Source: an optimization exercise on an open RTL-to-GDS flow (aim: small area and few clock cycles per item). Production flows keep margins and buffers that such runs may drop. Where RTL was checked, it was by simulation tests only, not by an equivalence proof against the original.

Setup of north:
==> flow/design.v (excerpt) <==
module yuv420_crop_rotate_mirror_address (
  input  logic                                 clk,
  input  logic                                 rst_n,
  input  logic                                 cfg_psel,
  input  logic                                 cfg_penable,
  input  logic                                 cfg_pwrite,
  input  logic [yuvcrm_pkg::CFG_ADDR_W-1:0]    cfg_paddr,
  input  logic [yuvcrm_pkg::CFG_DATA_W-1:0]    cfg_pwdata,
  output logic [yuvcrm_pkg::CFG_DATA_W-1:0]    cfg_prdata,
  output logic                                 cfg_pready,
  input  logic                                 in_tvalid,
  output logic                                 in_tready,
  input  logic [31:0]                          in_tdata,   
  input  logic [yuvcrm_pkg::PLANE_W-1:0]       in_tuser,   
  output logic                                 out_tvalid,
  input  logic                                 out_tready,
  output logic [31:0]                          out_tdata,  
  output logic [yuvcrm_pkg::PLANE_W-1:0]       out_tuser   
);
clock: 6.0 ns
lec_check: 0
abc_area: 1
cap_margin: 20
core_margin: 2
core_utilization: 40
cts_buf_list: sky130_fd_sc_hd__clkbuf_8
slew_margin: 20
standard.sh (not shown) runs the stock make flow with config.mk's settings and CLKGATE_MAP_FILE= SYNTH_SCRIPT=/design/flow/synth_recipe.tcl, a recipe that flattens the netlist after the stock synthesis.
==> flow/flow/run.sh <==
#!/bin/bash
# The standard layout (the standard.sh: ORFS synthesis through finish), with one
# change: the buffers that placement puts on every input and output port are the
# platform's smallest plain buffer instead of the cell buffer_ports picks by itself.
set -euo pipefail
export BUFFER_PORTS_ARGS="-buffer_cell sky130_fd_sc_hd__buf_1"
bash standard.sh > standard.log 2>&1
Testbench counts of north, summed over its fixed seeds: cycles 58,814, items 58,788.
### north -> south
--- a/flow/design.v
+++ b/flow/design.v
@@ -72,27 +72,26 @@
     logic [DIM_W-1:0] nb;
     nb = ~b;
     c  = 1'b1;
     for (int i = 0; i < DIM_W; i++) begin
       rsub[i] = a[i] ^ nb[i] ^ c;
       c       = (a[i] & nb[i]) | (a[i] & c) | (nb[i] & c);
     end
     rsub[DIM_W] = !c;
   endfunction
-  function automatic logic [DIM_W:0] radd(input logic [DIM_W-1:0] a, input logic [DIM_W-1:0] b,
-                                          input logic btop);
+  function automatic logic [7:0] radd7(input logic [6:0] a, input logic [6:0] b, input logic ci);
     logic c;
-    c = 1'b0;
-    for (int i = 0; i < DIM_W; i++) begin
-      radd[i] = a[i] ^ b[i] ^ c;
-      c       = (a[i] & b[i]) | (a[i] & c) | (b[i] & c);
+    c = ci;
+    for (int i = 0; i < 7; i++) begin
+      radd7[i] = a[i] ^ b[i] ^ c;
+      c        = (a[i] & b[i]) | (a[i] & c) | (b[i] & c);
     end
-    radd[DIM_W] = btop ^ c;
+    radd7[7] = c;
   endfunction
   logic             mode_rot, mode_mir;
   logic [DIM_W-1:0] lim_y, lim_z;
   logic [DIM_W:0]   w_diff, h_diff;
   logic             cfg_ok_r;
   logic [DIM_W-1:0] lo_r;
   assign mode_mir = (mode_r == 2'd2);
   assign mode_rot = (mode_r == 2'd1);
   assign lim_y    = mode_mir ? crop_w_r : crop_h_r;
@@ -169,21 +168,28 @@
       end
       naddend_r <= ~addend;
     end
   end
   logic [DIM_W-1:0] mb;
   logic [DIM_W:0]   mb3;
   logic [DIM_W-1:0] nxs;
   logic [ADDR_W:0]  sum;
   logic             chroma_r;
+  logic [DIM_W:0] b1, b2;
+  logic [7:0]     mb3_hi;
+  logic           mb3_c;
+  assign mb = (mode_r == 2'd0) ? crop_w_r : crop_h_r;
+  assign b1 = {1'b0, mb};
+  assign b2 = {mb, 1'b0};
+  assign mb3_hi = radd7(b1[DIM_W:7], b2[DIM_W:7], mb3_c);
   always_ff @(posedge clk) begin
-    mb  <= (mode_r == 2'd0) ? crop_w_r : crop_h_r;
-    mb3 <= radd(mb, {mb[DIM_W-2:0], 1'b0}, mb[DIM_W-1]);
+    {mb3_c, mb3[6:0]} <= radd7(b1[6:0], b2[6:0], 1'b0);
+    mb3[DIM_W:7]      <= mb3_hi[6:0];
   end
   assign chroma_r = |oplane_r;
   assign nxs      = chroma_r ? {naddend_r, 1'b1} : {1'b1, naddend_r};
   logic pp0_0;
   assign pp0_0 = ~((sel1[0] & mb[0]) | (sel3[0] & mb3[0]));
   logic pp0_1;
   assign pp0_1 = ~((sel1[0] & mb[1]) | (sel2[0] & mb[0]) | (sel3[0] & mb3[1]));
   logic pp0_2;
   assign pp0_2 = ~((sel1[0] & mb[2]) | (sel2[0] & mb[1]) | (sel3[0] & mb3[2]));
Findings:
- south vs north, initial antenna violation count went down by 2.
- When south is measured against north, its global-route wire length before repair turns out 380 um higher.
- Compared with north, south shows a synthesized cell count that is 82 lower.
- Diff north -> south: post-route clock skew held steady; minimum setup slack in the final design grew by 0.036 ns.
- Of south and north, it is south that has the lower area after synthesis.
- Sort north and south by minimum clock period, ascending, and south comes first.
- Per the comparison of south with north, average footprint of a synthesized cell +2.8%, signed area change from the synthesized netlist to the final layout rose 4.0 points.
The RTL of south was laid out without a check of its function.

[what the ideal ports hide]
The results above use ideal ports. As a check the final layouts listed here were re-extracted and re-timed, cells and wires unchanged.
Step 1 assumes that a clkbuf_16 drives the clock port and a buf_2 every other input.
Step 2 also shifts input and output timing later by t, the mid clock arrival at the registers, as if the neighbouring blocks saw the same clock.
Slacks: no drivers / after step 1 / after step 2; pairs: no drivers / after step 1.
run | shift t [ns] | setup slack, ns | worst hold slack (ns) | clock arrival spread, ns | worst slew at a driven data input, ns
north | 0.538 | 0.192 / 0.192 / 0.192 | 0.428 / 0.428 / 0.428 | 0.023 / 0.024 | 0.10
south | 0.538 | 0.228 / 0.228 / 0.228 | 0.423 / 0.423 / 0.423 | 0.021 / 0.021 | 0.04
After both steps every run listed still meets setup and hold.
